Source: an optimization exercise on an open RTL-to-GDS flow (aim: small area, a short achievable clock period and few clock cycles per item). Production flows keep margins and buffers that such runs may drop.
RTL that was checked went through simulation tests only; none was proved equivalent to the original.
Power figures rest on the tool's default switching activity, not on a simulated workload.

== run 4 ==
==> flow/design.v <==
`default_nettype none
package sjfq_pkg;
    localparam int QUEUE_DEPTH = 16;
    localparam int CNT_W       = $clog2(QUEUE_DEPTH + 1);
    localparam int TAG_W       = 5;
    localparam int TIME_W      = 16;
    localparam int SUM_W       = 20;
    localparam int STATUS_W    = 2;
    localparam logic [TAG_W-1:0]    POS_MAX = {TAG_W{1'b1}};
    localparam logic [SUM_W-1:0]    SUM_MAX = {SUM_W{1'b1}};
    localparam logic [STATUS_W-1:0] STATUS_OK    = 2'd0;
    localparam logic [STATUS_W-1:0] STATUS_FULL  = 2'd1;
    localparam logic [STATUS_W-1:0] STATUS_EMPTY = 2'd2;
    localparam logic KIND_ENQ = 1'b0;
    localparam logic KIND_DEQ = 1'b1;
    typedef struct packed {
        logic load1;       
        logic load2;       
        logic exec;        
        logic exec_n;      
        logic out_load;    
        logic out_skid;    
        logic skid_load;   
    } sjfq_cmd_t;
    localparam int RES_W = STATUS_W + TAG_W + 1 + SUM_W + TIME_W + TAG_W;
endpackage
`default_nettype wire
`default_nettype none
import sjfq_pkg::*;
module sjfq_ctrl
(
    input  wire       aclk,
    input  wire       aresetn,
    input  wire       s_tvalid,
    output logic      s_tready,
    output logic      m_tvalid,
    input  wire       m_tready,
    output sjfq_pkg::sjfq_cmd_t cmd
);
    logic v1, v2, ov, sv, rdy;
    logic v1_n, v2_n, ov_n, sv_n;
    logic exec, load2, adv1, acc, out_free;
    assign s_tready = rdy;
    assign m_tvalid = ov;
    assign exec     = v2 & ~sv;           
    assign load2    = ~(v2 & sv);         
    assign adv1     = v1 & load2;
    assign acc      = s_tvalid & rdy;
    assign out_free = ~ov | m_tready;
    assign v1_n = acc | (v1 & ~adv1);
    assign v2_n = adv1 | (v2 & ~exec);
    assign ov_n = ~out_free | sv | exec;
    assign sv_n = ~out_free & (sv | exec);
    assign cmd.load1    = rdy;
    assign cmd.load2    = load2;
    assign cmd.exec     = exec;
    assign cmd.exec_n   = v2_n & ~sv_n;
    assign cmd.out_load = out_free;
    assign cmd.out_skid = sv;
    assign cmd.skid_load = ~sv;
    always_ff @(posedge aclk) begin
        if (!aresetn) begin
            v1  <= 1'b0;
            v2  <= 1'b0;
            ov  <= 1'b0;
            sv  <= 1'b0;
            rdy <= 1'b1;
        end else begin
            v1  <= v1_n;
            v2  <= v2_n;
            ov  <= ov_n;
            sv  <= sv_n;
            rdy <= ~v1_n | ~v2_n | ~sv_n;
        end
    end
endmodule
`default_nettype wire
`default_nettype none
import sjfq_pkg::*;
module sjfq_dp
(
    input  wire                 aclk,
    input  wire                 aresetn,
    input  sjfq_pkg::sjfq_cmd_t cmd,
    input  wire                 in_kind,
    input  wire  [TIME_W-1:0]   in_time,
    output logic [RES_W-1:0]    res
);
    localparam int N      = QUEUE_DEPTH;
    localparam int STAG_W = 4;
    logic              k1;
    logic [TIME_W-1:0] t1;
    logic              k2;
    logic [TIME_W-1:0] t2;
    logic [N-1:0]      c2;        
    logic              ca2;       
    logic              la_ins;    
    logic [N-1:0]      la_keep;   
    logic              la_deq;    
    logic [TIME_W-1:0] st [N];
    logic [STAG_W-1:0] sg [N];
    logic [CNT_W-1:0]  count;
    logic [SUM_W-1:0]  total;     
    logic              tsat;
    logic [TAG_W-1:0]  pos;
    logic [RES_W-1:0]  out_r, skid_r, res_n;
    logic [N-1:0]      cmp, kb;
    logic              cmp_a;
    logic              full, empty, ins, deq;
    function automatic logic le16(input logic [TIME_W-1:0] a, input logic [TIME_W-1:0] b);
        logic [TIME_W-1:0] g, l;
        g = a & ~b;
        l = ~a & b;
        for (int w = 1; w < TIME_W; w = w * 2) begin
            for (int j = 0; j + w < TIME_W; j = j + 2 * w) begin
                g[j] = g[j + w] | (~l[j + w] & g[j]);
                l[j] = l[j + w] | (~g[j + w] & l[j]);
            end
        end
        le16 = ~g[0];
    endfunction
    function automatic logic [SUM_W:0] add20(input logic [SUM_W-1:0] a, input logic [SUM_W-1:0] b);
        logic [SUM_W-1:0] g, p;
        g = a & b;
        p = a | b;
        for (int d = 1; d < SUM_W; d = d * 2) begin
            for (int i = SUM_W - 1; i >= d; i--) begin
                g[i] = g[i] | (p[i] & g[i - d]);
                p[i] = p[i] & p[i - d];
            end
        end
        add20 = {g[SUM_W-1], (a ^ b) ^ {g[SUM_W-2:0], 1'b0}};
    endfunction
    always_ff @(posedge aclk) begin
        if (cmd.load1) begin
            k1 <= in_kind;
            t1 <= in_time;
        end
    end
    always_comb begin
        for (int i = 0; i < N; i++) begin
            cmp[i] = (CNT_W'(i) < count) && le16(st[i], t1);
        end
    end
    assign cmp_a = le16(t2, t1);
    always_comb begin
        for (int i = 0; i < N; i++) begin
            if (la_ins) begin
                if (la_keep[i])
                    kb[i] = c2[i];
                else if (i == 0 || la_keep[(i == 0) ? 0 : i - 1])
                    kb[i] = ca2;
                else
                    kb[i] = c2[(i == 0) ? 0 : i - 1];
            end else if (la_deq) begin
                kb[i] = (i == N - 1) ? 1'b0 : c2[(i == N - 1) ? i : i + 1];
            end else begin
                kb[i] = c2[i];
            end
        end
    end
    assign full  = (count == CNT_W'(N));
    assign empty = (count == '0);
    logic              do_ins, do_deq, k2_n;
    logic [CNT_W-1:0]  count_n;
    assign ins  = do_ins;
    assign deq  = do_deq;
    assign k2_n = cmd.load2 ? k1 : k2;
    always_ff @(posedge aclk) begin
        if (!aresetn) begin
            do_ins <= 1'b0;
            do_deq <= 1'b0;
        end else begin
            do_ins <= cmd.exec_n && (k2_n == KIND_ENQ) && (count_n != CNT_W'(N));
            do_deq <= cmd.exec_n && (k2_n == KIND_DEQ) && (count_n != '0);
        end
    end
    always_ff @(posedge aclk) begin
        if (cmd.load2) begin
            k2      <= k1;
            t2      <= t1;
            c2      <= cmp;
            ca2     <= cmp_a;
            la_ins  <= ins;
            la_keep <= kb;
            la_deq  <= deq;
        end
    end
    localparam int SLOT_W = STAG_W + TIME_W;
    logic [SLOT_W-1:0] sl [N];
    logic [SLOT_W-1:0] sl_n [N];
    logic [SLOT_W-1:0] sl_new;
    logic [N-1:0]      s_hold, s_prev, s_next, s_new;
    assign sl_new = {count[STAG_W-1:0], t2};
    always_comb begin
        for (int i = 0; i < N; i++) begin
            s_next[i] = deq && (i < N - 1);
            s_new[i]  = ins && !kb[i] && (i == 0 || kb[(i == 0) ? 0 : i - 1]);
            s_prev[i] = ins && (i > 0) && !kb[(i == 0) ? 0 : i - 1];
            s_hold[i] = !s_next[i] && !(ins && !kb[i]);
        end
        for (int i = 0; i < N; i++) begin
            sl_n[i] = ({SLOT_W{s_hold[i]}} & sl[i])
                    | ({SLOT_W{s_new[i]}}  & sl_new)
                    | ({SLOT_W{s_prev[i]}} & sl[(i == 0) ? 0 : i - 1])
                    | ({SLOT_W{s_next[i]}} & sl[(i == N - 1) ? i : i + 1]);
        end
    end
    always_ff @(posedge aclk) begin
        for (int i = 0; i < N; i++) begin
            sl[i] <= sl_n[i];
        end
    end
    always_comb begin
        for (int i = 0; i < N; i++) begin
            st[i] = sl[i][TIME_W-1:0];
            sg[i] = sl[i][SLOT_W-1:TIME_W];
        end
    end
    logic [SUM_W-1:0]  ut;        
    logic              usat;
    logic [SUM_W:0]    u_deq, u_ins;
    logic [SUM_W-1:0]  sum;
    logic              late;
    logic [TAG_W-1:0]  cnt_inc, cnt_dec, head_tag;
    assign u_deq    = add20(ut, SUM_W'(st[1]));
    assign u_ins    = add20(total, SUM_W'(t2));
    assign sum      = usat ? SUM_MAX : ut;
    assign late     = pos[TAG_W-1] || (sg[0] < pos[STAG_W-1:0]);
    assign cnt_inc  = TAG_W'(count) + TAG_W'(1);
    assign cnt_dec  = TAG_W'(count) - TAG_W'(1);
    assign head_tag = TAG_W'(sg[0]) + TAG_W'(1);
    always_comb begin
        if (k2 == KIND_ENQ) begin
            if (full)
                res_n = {STATUS_FULL, TAG_W'(N), 1'b0, SUM_W'(0), TIME_W'(0), TAG_W'(0)};
            else
                res_n = {STATUS_OK, cnt_inc, 1'b0, SUM_W'(0), TIME_W'(0), cnt_inc};
        end else begin
            if (empty)
                res_n = {STATUS_EMPTY, TAG_W'(0), 1'b0, SUM_W'(0), TIME_W'(0), TAG_W'(0)};
            else
                res_n = {STATUS_OK, cnt_dec, late, sum, st[0], head_tag};
        end
    end
    always_ff @(posedge aclk) begin
        if (cmd.skid_load) skid_r <= res_n;
        if (cmd.out_load)  out_r  <= cmd.out_skid ? skid_r : res_n;
    end
    assign res = out_r;
    always_comb begin
        count_n = count;
        if (ins) count_n = count + CNT_W'(1);
        if (deq) count_n = count - CNT_W'(1);
    end
    always_ff @(posedge aclk) begin
        if (!aresetn) begin
            count <= '0;
            total <= '0;
            tsat  <= 1'b0;
            ut    <= '0;
            usat  <= 1'b0;
            pos   <= '0;
        end else begin
            count <= count_n;
            if (deq) begin
                if (count == CNT_W'(1)) begin
                    total <= '0;
                    tsat  <= 1'b0;
                    ut    <= '0;
                    usat  <= 1'b0;
                    pos   <= '0;
                end else begin
                    total <= ut;
                    tsat  <= usat;
                    ut    <= u_deq[SUM_W-1:0];
                    usat  <= usat || u_deq[SUM_W];
                    pos   <= (pos == POS_MAX) ? pos : pos + TAG_W'(1);
                end
            end else if (s_new[0]) begin
                ut   <= u_ins[SUM_W-1:0];
                usat <= tsat || u_ins[SUM_W];
            end
        end
    end
endmodule
`default_nettype wire
`default_nettype none
import sjfq_pkg::*;
module shortest_job_first_queue_top
(
    input  wire         aclk,
    input  wire         aresetn,
    input  wire         s_tvalid,
    output logic        s_tready,
    input  wire  [15:0] s_tdata,    
    input  wire  [0:0]  s_tuser,    
    output logic        m_tvalid,
    input  wire         m_tready,
    output logic [47:0] m_tdata,    
    output logic [1:0]  m_tuser     
);
    sjfq_pkg::sjfq_cmd_t cmd;
    logic [RES_W-1:0]    res;
    sjfq_ctrl u_ctrl (
        .aclk     (aclk),
        .aresetn  (aresetn),
        .s_tvalid (s_tvalid),
        .s_tready (s_tready),
        .m_tvalid (m_tvalid),
        .m_tready (m_tready),
        .cmd      (cmd)
    );
    sjfq_dp u_dp (
        .aclk     (aclk),
        .aresetn  (aresetn),
        .cmd      (cmd),
        .in_kind  (s_tuser[0]),
        .in_time  (s_tdata[TIME_W-1:0]),
        .res      (res)
    );
    assign m_tdata = {1'b0, res[RES_W-3:0]};
    assign m_tuser = res[RES_W-1:RES_W-2];
endmodule
`default_nettype wire
==> flow/config.mk <==
export PLATFORM = sky130hd
export DESIGN_NAME = shortest_job_first_queue_top
export DESIGN_NICKNAME = shortest_job_first_queue_top
export VERILOG_FILES = /design/flow/design.v
export SDC_FILE = /design/flow/constraint.sdc
export NUM_CORES = 4
export LEC_CHECK = 0
export ABC_AREA = 1
export CAP_MARGIN = 20
export CORE_MARGIN = 2
export CORE_UTILIZATION = 40
export SETUP_SLACK_MARGIN = 2.0
export SLEW_MARGIN = 20
==> flow/constraint.sdc <==
create_clock -name core_clock -period 4.0 [get_ports {aclk}]
set_input_delay 0.8000 -clock core_clock [delete_from_list [all_inputs] [get_ports {aclk}]]
set_output_delay 0.8000 -clock core_clock [all_outputs]
set_load 0.01 [all_outputs]
run.sh (not shown) runs the stock make flow with config.mk's settings and CLKGATE_MAP_FILE= SYNTH_SCRIPT=/design/flow/synth_recipe.tcl, a recipe that flattens the netlist after the stock synthesis.
> inputs changed (run 4 -> run 1)
--- a/flow/design.v
+++ b/flow/design.v
@@ -119,18 +119,6 @@
         end
         le16 = ~g[0];
     endfunction
-    function automatic logic [SUM_W:0] add20(input logic [SUM_W-1:0] a, input logic [SUM_W-1:0] b);
-        logic [SUM_W-1:0] g, p;
-        g = a & b;
-        p = a | b;
-        for (int d = 1; d < SUM_W; d = d * 2) begin
-            for (int i = SUM_W - 1; i >= d; i--) begin
-                g[i] = g[i] | (p[i] & g[i - d]);
-                p[i] = p[i] & p[i - d];
-            end
-        end
-        add20 = {g[SUM_W-1], (a ^ b) ^ {g[SUM_W-2:0], 1'b0}};
-    endfunction
     always_ff @(posedge aclk) begin
         if (cmd.load1) begin
             k1 <= in_kind;
@@ -223,8 +211,8 @@
     logic [SUM_W-1:0]  sum;
     logic              late;
     logic [TAG_W-1:0]  cnt_inc, cnt_dec, head_tag;
-    assign u_deq    = add20(ut, SUM_W'(st[1]));
-    assign u_ins    = add20(total, SUM_W'(t2));
+    assign u_deq    = {1'b0, ut} + (SUM_W+1)'(st[1]);
+    assign u_ins    = {1'b0, total} + (SUM_W+1)'(t2);
     assign sum      = usat ? SUM_MAX : ut;
     assign late     = pos[TAG_W-1] || (sg[0] < pos[STAG_W-1:0]);
     assign cnt_inc  = TAG_W'(count) + TAG_W'(1);
When run 1 is set beside run 4, its met1 usage in global routing turns out to be 1.9 points larger. Run 1 has more setup slack than run 4. Compared with run 4, run 1 shows final area that has gone up slightly. Run 1: path depth of the worst reg2reg path is 3 higher than what run 4 reported. Run 1 consumes more power than run 4 does. On overall overflow remaining after global route, run 4 and run 1 are neck and neck. Sort run 4 and run 1 by final weighted congestion in routability-driven placement asc -> top: run 4. Taking run 4 as the reference point, the first-pass GRT wire length of run 1 rises by 4200 um. Time the worst path needs with I/O delays and setup, run 4 and run 1, higher one = run 4. Synthesized-area fraction occupied by xor and xnor cells essentially unchanged between run 1 and run 4. Comparing run 4 and run 1, the lower maximum frequency was measured on run 4.
Testbench counts of run 1, summed over its fixed seeds: cycles 12,024, items 12,000.
The RTL of run 4 was laid out without a check of its function.

what the ideal ports hide:
No port has a modelled driver above. Below, the same layouts with a new extraction and two added sets of constraints. Step 1: set_driving_cell puts a clkbuf_16 on aclk and a buf_2 on each other input, an assumption about the parent block. Step 2 adds t to the input delays and takes it off the output delays; t is the mean of the earliest and latest rising clock arrival at the registers after step 1. Input paths then give back, and output paths get back, about the clock's delay inside the block. a / b / c = ideal ports / drivers / drivers and shift; a / b = the first two.
run	t, ns	slack for setup (ns)	worst slew at a driven data input, ns	cell pins on the clock port's net
run 4	0.705	1.794 / 1.794 / 1.407	0.06	1
run 1	0.673	1.869 / 1.869 / 1.513	0.05	1
After both steps setup and hold are still met in every run listed. The setup slack of run 4, which loses most, moves by 0.000 ns with the drivers and by -0.387 ns with both steps.
